This is an optimization exercise on Yosys and OpenROAD, whose aim is small area, not a production implementation. Only simulation tests tie the RTL to the original design; equivalence was not proved. Power and IR drop assume default switching activity. No driver is modelled on the clock port, so clocking that relies on it looks cheaper here than on a real chip.

==> inputs of run a <==
## fpu_lite
module fpu_lite (
  input  logic        clk_i,
  input  logic        reset_i,
  input  logic        issue_valid_i,
  output logic        issue_ready_o,
  input  logic [31:0] issue_instr_i,
  input  logic [31:0] issue_int_op_i,
  output logic        issue_accept_o,
  output logic        result_valid_o,
  input  logic        result_ready_i,
  output logic [31:0] result_data_o,
  output logic [4:0]  result_rd_o,
  output logic        result_we_o
);
  logic p_q;
  always_ff @(posedge clk_i) p_q <= ~(p_q | reset_i);
  logic [4:0] rd, rs1, rs2;
  logic [2:0] f3;
  logic [4:0] f7hi;
  assign rd   = issue_instr_i[11:7];
  assign f3   = issue_instr_i[14:12];
  assign rs1  = issue_instr_i[19:15];
  assign rs2  = issue_instr_i[24:20];
  assign f7hi = issue_instr_i[31:27];
  logic base_ok, dec_sgnj, dec_mvxw, dec_mvwx;
  assign base_ok  = (issue_instr_i[6:0] == 7'b1010011) && (issue_instr_i[26:25] == 2'b00);
  assign dec_sgnj = (f7hi == 5'b00100) && (f3[2] == 1'b0) && (f3[1:0] != 2'b11);
  assign dec_mvxw = (f7hi == 5'b11100) && (f3 == 3'b000) && (rs2 == 5'b0);
  ...
==> module fpu_lite, before the edit <==
module fpu_lite (
  input  logic        clk_i,
  input  logic        reset_i,
  input  logic        issue_valid_i,
  output logic        issue_ready_o,
  input  logic [31:0] issue_instr_i,
  input  logic [31:0] issue_int_op_i,
  output logic        issue_accept_o,
  output logic        result_valid_o,
  input  logic        result_ready_i,
  output logic [31:0] result_data_o,
  output logic [4:0]  result_rd_o,
  output logic        result_we_o
);
  logic p_q;
  always_ff @(posedge clk_i) p_q <= ~(p_q | reset_i);
  logic [4:0] rd, rs1, rs2;
  logic [2:0] f3;
  logic [4:0] f7hi;
  assign rd   = issue_instr_i[11:7];
  assign f3   = issue_instr_i[14:12];
  assign rs1  = issue_instr_i[19:15];
  assign rs2  = issue_instr_i[24:20];
  assign f7hi = issue_instr_i[31:27];
  logic base_ok, dec_sgnj, dec_mvxw, dec_mvwx;
  assign base_ok  = (issue_instr_i[6:0] == 7'b1010011) && (issue_instr_i[26:25] == 2'b00);
  assign dec_sgnj = (f7hi == 5'b00100) && (f3[2] == 1'b0) && (f3[1:0] != 2'b11);
  assign dec_mvxw = (f7hi == 5'b11100) && (f3 == 3'b000) && (rs2 == 5'b0);
  assign dec_mvwx = (f7hi == 5'b11110) && (f3 == 3'b000) && (rs2 == 5'b0);
  assign issue_accept_o = base_ok && (dec_sgnj || dec_mvxw || dec_mvwx);
  logic is_wx, is_xw, is_sgnj;
  assign is_wx   = issue_instr_i[28];
  assign is_xw   = issue_instr_i[31] & ~issue_instr_i[28];
  assign is_sgnj = ~issue_instr_i[31];
  logic       ex_valid_q, ex_xw_q;
  logic [4:0] ex_rd_q;
  logic       res_valid_q, res_valid_n_q, res_xw_q;
  logic [4:0] res_rd_q;
  logic       wr_q, wr_n_q;       
  logic [4:0] wr_rd_n_q;          
  logic advance, fire, fire_fp;
  assign advance = ~res_valid_q | result_ready_i;
  assign fire    = issue_valid_i & issue_accept_o & advance;
  assign fire_fp = fire & ~is_xw;
  assign issue_ready_o = advance;
  always_ff @(posedge clk_i) begin
    if (reset_i) begin
      ex_valid_q    <= 1'b0;
      res_valid_q   <= 1'b0;
      res_valid_n_q <= 1'b1;
    end else if (advance) begin
      ex_valid_q    <= issue_valid_i & issue_accept_o;
      res_valid_q   <= ex_valid_q;
      res_valid_n_q <= ~ex_valid_q;
    end
  end
  always_ff @(posedge clk_i) begin
    if (advance) begin
      ex_xw_q  <= is_xw;
      ex_rd_q  <= rd;
      res_xw_q <= ex_xw_q;
      res_rd_q <= ex_rd_q;
    end
  end
  always_ff @(posedge clk_i) begin
    wr_q      <= fire_fp & ~reset_i;
    wr_n_q    <= ~fire_fp | reset_i;
    wr_rd_n_q <= ~rd;
  end
  logic [31:0][31:0] rf_q;
  logic [31:0]       row_sel, row_nsel;
  logic [31:0]       col;
  logic [31:0]       ex_q;
  logic [3:0] pa_lo, pb_lo;
  logic [7:0] pa_hi, pb_hi;
  logic [4:0] wr_rd_b;
  assign wr_rd_b = ~wr_rd_n_q;
  for (genvar i = 0; i < 4; i++) begin : gen_pre_lo
    assign pa_lo[i] = reset_i | (wr_q & (ex_rd_q[1:0] == i));
    assign pb_lo[i] = reset_i | (~wr_n_q & (wr_rd_b[1:0] == i));
  end
  for (genvar i = 0; i < 8; i++) begin : gen_pre_hi
    assign pa_hi[i] = reset_i | (ex_rd_q[4:2] == i);
    assign pb_hi[i] = reset_i | (wr_rd_b[4:2] == i);
  end
  for (genvar k = 0; k < 32; k++) begin : gen_row
    assign row_nsel[k] = ~(pa_lo[k % 4] & pa_hi[k / 4]);
    assign row_sel[k]  = pb_lo[k % 4] & pb_hi[k / 4];
  end
  assign col = ex_q | {32{reset_i}};
  always_ff @(posedge clk_i) begin
    for (int k = 0; k < 32; k++) begin
      rf_q[k] <= ~(({32{row_nsel[k]}} | col) & (rf_q[k] | {32{row_sel[k]}}));
    end
  end
  logic fwd1, fwd2, en1;
  assign fwd1 = wr_q & (ex_rd_q == rs1);
  assign fwd2 = wr_q & (ex_rd_q == rs2);
  assign en1  = ~fwd1 & ~is_wx;
  logic [31:0] sel1;
  for (genvar k = 0; k < 32; k++) begin : gen_sel1
    assign sel1[k] = en1 & (rs1 == k);
  end
  logic [31:0] ip;
  assign ip = issue_int_op_i ^ {32{p_q}};
  logic [31:0] raw1;
  always_comb begin
    raw1 = ({32{fwd1 & ~is_wx}} & ex_q) | ({32{is_wx}} & ip);
    for (int k = 0; k < 32; k++) begin
      raw1 = raw1 | ({32{sel1[k]}} & rf_q[k]);
    end
  end
  logic [31:0] sgn_col;
  always_comb begin
    for (int k = 0; k < 32; k++) sgn_col[k] = rf_q[k][31];
  end
  logic raw2;
  assign raw2 = fwd2 ? ex_q[31] : sgn_col[rs2];
  logic [31:0] cl;
  assign cl[30:0] = raw1[30:0];
  assign cl[31]   = is_sgnj ? (f3[1] ? (raw1[31] ^ raw2 ^ p_q) : (raw2 ^ f3[0])) : raw1[31];
  logic hold_a, hold_b;    
  assign hold_a = res_valid_q & ~result_ready_i;
  assign hold_b = res_valid_n_q | result_ready_i;
  logic [31:0] res_q;
  always_ff @(posedge clk_i) begin
    ex_q  <= ~(({32{hold_a}} | cl) & (ex_q | {32{hold_b}}));
    res_q <= ~(({32{hold_a}} | ex_q) & (res_q | {32{hold_b}}));
  end
  assign result_valid_o = res_valid_q;
  assign result_data_o  = res_q ^ {32{p_q}};
  assign result_rd_o    = res_rd_q;
  assign result_we_o    = res_xw_q;
endmodule
export LEC_CHECK = 0
export CAP_MARGIN = 20
export CORE_MARGIN = 2
export CORE_UTILIZATION = 40
export SLEW_MARGIN = 20
create_clock -name core_clock -period 4.5 [get_ports {clk_i}]
run.sh (not shown) runs the stock make flow with config.mk's settings and CLKGATE_MAP_FILE= SYNTH_SCRIPT=/design/flow/synth_recipe.tcl, a recipe that flattens the netlist after the stock synthesis.
==> run b: changes against run a <==
==> flow/design.v (replaced) <==
`timescale 1ns/10ps
module fpu_lite (
  input  logic        clk_i,
  input  logic        reset_i,
  input  logic        issue_valid_i,
  output logic        issue_ready_o,
  input  logic [31:0] issue_instr_i,
  input  logic [31:0] issue_int_op_i,
  output logic        issue_accept_o,
  output logic        result_valid_o,
  input  logic        result_ready_i,
  output logic [31:0] result_data_o,
  output logic [4:0]  result_rd_o,
  output logic        result_we_o
);
  logic p_q;
  always_ff @(posedge clk_i) p_q <= ~(p_q | reset_i);
  logic [4:0] rd, rs1, rs2;
  logic [2:0] f3;
  logic [4:0] f7hi;
  assign rd   = issue_instr_i[11:7];
  assign f3   = issue_instr_i[14:12];
  assign rs1  = issue_instr_i[19:15];
  assign rs2  = issue_instr_i[24:20];
  assign f7hi = issue_instr_i[31:27];
  logic base_ok, dec_sgnj, dec_mvxw, dec_mvwx;
  assign base_ok  = (issue_instr_i[6:0] == 7'b1010011) && (issue_instr_i[26:25] == 2'b00);
  assign dec_sgnj = (f7hi == 5'b00100) && (f3[2] == 1'b0) && (f3[1:0] != 2'b11);
  assign dec_mvxw = (f7hi == 5'b11100) && (f3 == 3'b000) && (rs2 == 5'b0);
  assign dec_mvwx = (f7hi == 5'b11110) && (f3 == 3'b000) && (rs2 == 5'b0);
  assign issue_accept_o = base_ok && (dec_sgnj || dec_mvxw || dec_mvwx);
  logic is_wx, is_xw, is_sgnj;
  assign is_wx   = issue_instr_i[28];
  assign is_xw   = issue_instr_i[31] & ~issue_instr_i[28];
  assign is_sgnj = ~issue_instr_i[31];
  logic       ex_valid_q, ex_xw_q;
  logic [4:0] ex_rd_q;
  logic       res_valid_q, res_xw_q;
  logic [4:0] res_rd_q;
  logic advance, fire, fire_fp;
  assign advance = ~res_valid_q | result_ready_i;
  assign fire    = issue_valid_i & issue_accept_o & advance;
  assign fire_fp = fire & ~is_xw;
  assign issue_ready_o = advance;
  always_ff @(posedge clk_i) begin
    if (reset_i) begin
      ex_valid_q    <= 1'b0;
      res_valid_q   <= 1'b0;
    end else if (advance) begin
      ex_valid_q    <= issue_valid_i & issue_accept_o;
      res_valid_q   <= ex_valid_q;
    end
  end
  always_ff @(posedge clk_i) begin
    if (advance) begin
      ex_xw_q  <= is_xw;
      ex_rd_q  <= rd;
      res_xw_q <= ex_xw_q;
      res_rd_q <= ex_rd_q;
    end
  end
  logic [31:0][31:0] rf_q;
  logic [31:0]       ex_q;
  logic [1:0][31:0] rsel_h, rnsel_h;
  logic [1:0][31:0] col_h;
  logic [31:0]      cl;
  for (genvar h = 0; h < 2; h++) begin : gen_half
    fpu_lite_rowdec i_rowdec (.a(rd), .we(fire_fp), .rst(reset_i), .sel(rsel_h[h]), .nsel(rnsel_h[h]));
    for (genvar j = 0; j < 32; j++) begin : gen_col
      fpu_lite_or2 i_col (.a(cl[j]), .b(reset_i), .y(col_h[h][j]));
    end
  end
  logic [31:0][31:0] rf_d;
  for (genvar k = 0; k < 32; k++) begin : gen_rf_row
    for (genvar j = 0; j < 32; j++) begin : gen_rf_bit
      fpu_lite_oai22 i_cell (.a0(rnsel_h[j / 16][k]), .a1(col_h[k / 16][j]), .b0(rf_q[k][j]),
                             .b1(rsel_h[j / 16][k]), .y(rf_d[k][j]));
    end
  end
  always_ff @(posedge clk_i) rf_q <= rf_d;
  logic en1;
  assign en1 = ~is_wx;
  logic [1:0][31:0] sel1_h;
  for (genvar h = 0; h < 2; h++) begin : gen_sel1
    fpu_lite_seldec i_seldec (.a(rs1), .en(en1), .sel(sel1_h[h]));
  end
  logic [31:0] ip;
  assign ip = issue_int_op_i ^ {32{p_q}};
  logic [31:0] raw1;
  for (genvar j = 0; j < 32; j++) begin : gen_rd_bit
    logic [32:0] rsel;
    assign rsel = {is_wx, sel1_h[j / 16]};
    logic [32:0] rv;
    logic [10:0] g;
    logic [2:0]  n;
    for (genvar k = 0; k < 32; k++) begin : gen_rv
      assign rv[k] = rf_q[k][j];
    end
    assign rv[32] = ip[j];
    for (genvar m = 0; m < 11; m++) begin : gen_g
      fpu_lite_aoi222 i_g (.a0(rsel[3*m]), .b0(rv[3*m]), .a1(rsel[3*m+1]), .b1(rv[3*m+1]),
                           .a2(rsel[3*m+2]), .b2(rv[3*m+2]), .y(g[m]));
    end
    fpu_lite_nand4 i_n0 (.a(g[0]), .b(g[1]), .c(g[2]),  .d(g[3]),  .y(n[0]));
    fpu_lite_nand4 i_n1 (.a(g[4]), .b(g[5]), .c(g[6]),  .d(g[7]),  .y(n[1]));
    fpu_lite_nand3 i_n2 (.a(g[8]), .b(g[9]), .c(g[10]), .y(n[2]));
    fpu_lite_or3   i_o  (.a(n[0]), .b(n[1]), .c(n[2]), .y(raw1[j]));
  end
  logic [31:0] sgn_col;
  always_comb begin
    for (int k = 0; k < 32; k++) sgn_col[k] = rf_q[k][31];
  end
  logic raw2;
  assign raw2 = sgn_col[rs2];
  assign cl[30:0] = raw1[30:0];
  assign cl[31]   = is_sgnj ? (f3[1] ? (raw1[31] ^ raw2 ^ p_q) : (raw2 ^ f3[0])) : raw1[31];
  logic hold, load;
  assign hold = res_valid_q & ~result_ready_i;
  assign load = ~hold;
  logic [31:0] res_q, ex_d, res_d;
  for (genvar j = 0; j < 32; j++) begin : gen_pipe_bit
    fpu_lite_oai22 i_ex  (.a0(hold), .a1(cl[j]),   .b0(ex_q[j]),  .b1(load), .y(ex_d[j]));
    fpu_lite_oai22 i_res (.a0(hold), .a1(ex_q[j]), .b0(res_q[j]), .b1(load), .y(res_d[j]));
  end
  always_ff @(posedge clk_i) begin
    ex_q  <= ex_d;
    res_q <= res_d;
  end
  assign result_valid_o = res_valid_q;
  assign result_data_o  = res_q ^ {32{p_q}};
  assign result_rd_o    = res_rd_q;
  assign result_we_o    = res_xw_q;
endmodule
module fpu_lite_rowdec (input logic [4:0] a, input logic we, rst,
                        output logic [31:0] sel, nsel);
  logic [3:0] lo;
  logic [7:0] hi;
  for (genvar i = 0; i < 4; i++) begin : gen_lo
    assign lo[i] = rst | (we & (a[1:0] == i));
  end
  for (genvar i = 0; i < 8; i++) begin : gen_hi
    assign hi[i] = rst | (a[4:2] == i);
  end
  for (genvar k = 0; k < 32; k++) begin : gen_row
    assign sel[k]  = lo[k % 4] & hi[k / 4];
    assign nsel[k] = ~sel[k];
  end
endmodule
module fpu_lite_seldec (input logic [4:0] a, input logic en, output logic [31:0] sel);
  for (genvar k = 0; k < 32; k++) begin : gen_sel
    assign sel[k] = en & (a == k);
  end
endmodule
module fpu_lite_or2 (input logic a, b, output logic y);
  assign y = a | b;
endmodule
module fpu_lite_oai22 (input logic a0, a1, b0, b1, output logic y);
  assign y = ~((a0 | a1) & (b0 | b1));
endmodule
module fpu_lite_aoi222 (input logic a0, b0, a1, b1, a2, b2, output logic y);
  assign y = ~((a0 & b0) | (a1 & b1) | (a2 & b2));
endmodule
module fpu_lite_aoi22 (input logic a0, b0, a1, b1, output logic y);
  assign y = ~((a0 & b0) | (a1 & b1));
endmodule
module fpu_lite_nand4 (input logic a, b, c, d, output logic y);
  assign y = ~(a & b & c & d);
endmodule
module fpu_lite_nand3 (input logic a, b, c, output logic y);
  assign y = ~(a & b & c);
endmodule
module fpu_lite_or3 (input logic a, b, c, output logic y);
  assign y = a | b | c;
endmodule
==> flow/flow/run.sh (new file) <==
#!/bin/bash
set -euo pipefail
bash standard.sh synth > log_synth.txt 2>&1
export BUFFER_PORTS_ARGS="-buffer_cell sky130_fd_sc_hd__buf_1"
export CTS_ARGS="-sink_clustering_enable -repair_clock_nets -sink_clustering_size 30 -sink_clustering_max_diameter 100 -dont_use_dummy_load"
bash standard.sh floorplan > log_floorplan.txt 2>&1
bash standard.sh place > log_place.txt 2>&1
bash standard.sh cts > log_cts.txt 2>&1
bash standard.sh route > log_route.txt 2>&1
bash standard.sh finish > log_finish.txt 2>&1
test -f out/final.def
==> flow/standard.sh (new file) <==
#!/bin/bash
# synth_recipe.tcl (not shown) runs the flow's synth.tcl, then flattens the netlist and writes it again
# the make line also repeats each setting of config.mk as NAME=value (left out here)
make -C /OpenROAD-flow-scripts/flow DESIGN_CONFIG=/design/flow/config.mk WORK_HOME=/design/flow/orfs CLKGATE_MAP_FILE= SYNTH_SCRIPT=/design/flow/synth_recipe.tcl "${@:-finish}"
--- a/flow/config.mk
+++ b/flow/config.mk
@@ -9,3 +9,8 @@
 export CORE_MARGIN = 2
-export CORE_UTILIZATION = 40
+export CORE_UTILIZATION = 60
+export CTS_CLUSTER_DIAMETER = 100
+export CTS_CLUSTER_SIZE = 30
+export GPL_TIMING_DRIVEN = 0
 export SLEW_MARGIN = 20
+export SYNTH_HIERARCHICAL = 1
+export SYNTH_MINIMUM_KEEP_SIZE = 0
removed: flow/run.sh
==> qor summary <==
metric	run b	run a
Run status	finished with violations	timing/DRC/antenna clean
Reasons for failing layout checks	setup timing	-
Proportion of power drawn by flip-flops and latches	62.2%	47.9%
# clock sinks	1103	1111
Seq power	12.3 mW	13.0 mW
Combined area of all synthesized cells	36700 sq um	39500 sq um
Worst reg2reg path depth	8	9
Fraction of synthesized cell area taken by the top area cell type	59.6%	55.7%
Worst ir drop on vdd	0.378 mV	0.310 mV
Placed instance area	38800 sq um	43000 sq um
Violation count after the first detailed-routing iteration	6759	7095
Slew margin rel.	24.8%	24.3%
Detail Route met3 WL	18.9 mm	32.2 mm
Die footprint	63100 sq um	101000 sq um
M2 GR Usage	56.9%	53.1%
Highest metal used	met4	met5
Clock slew at reported path FFs	0.11 ns	0.06 ns
Flop2flop setup slack	0.11 ns	0.69 ns
Actual slew at the worst max-slew pin	1.13 ns	1.11 ns
Share of cells above drive strength 1	8.31%	15.2%
Clk network pwr share	23.1%	38.0%

## re-timing with driven ports
How much do the figures lean on ideal ports? The routed layouts below were timed once more, with nothing changed but the port constraints. Step 1 sets driving cells, clkbuf_16 on the clock port and buf_2 on the other inputs (assumed; they add their load-dependent delay and slew). Step 2 adds t to the input delays and takes it off the output delays; t is the mean of the earliest and latest rising clock arrival at the registers after step 1. Input paths then give back, and output paths get back, about the clock's delay inside the block. Three values: no drivers, after step 1, after step 2; two values: the first two.
| run | t, ns | slack for setup (ns) | hold slack, ns | clock arrival spread, ns | worst data-port slew with drivers (ns) |
|---|---|---|---|---|---|
| run a | 0.759 | 0.509 / 0.562 / -0.197 | 0.427 / 0.427 / 0.427 | 0.033 / 0.032 | 0.05 |
| run b | 0.689 | -0.077 / -0.035 / -0.724 | 0.431 / 0.431 / 0.431 | 0.038 / 0.038 | 0.09 |
With both steps, setup timing fails in run a, where it was met with ideal ports. For run a, which loses most, drivers alone change the setup slack by +0.053 ns; drivers and shift together by -0.706 ns.
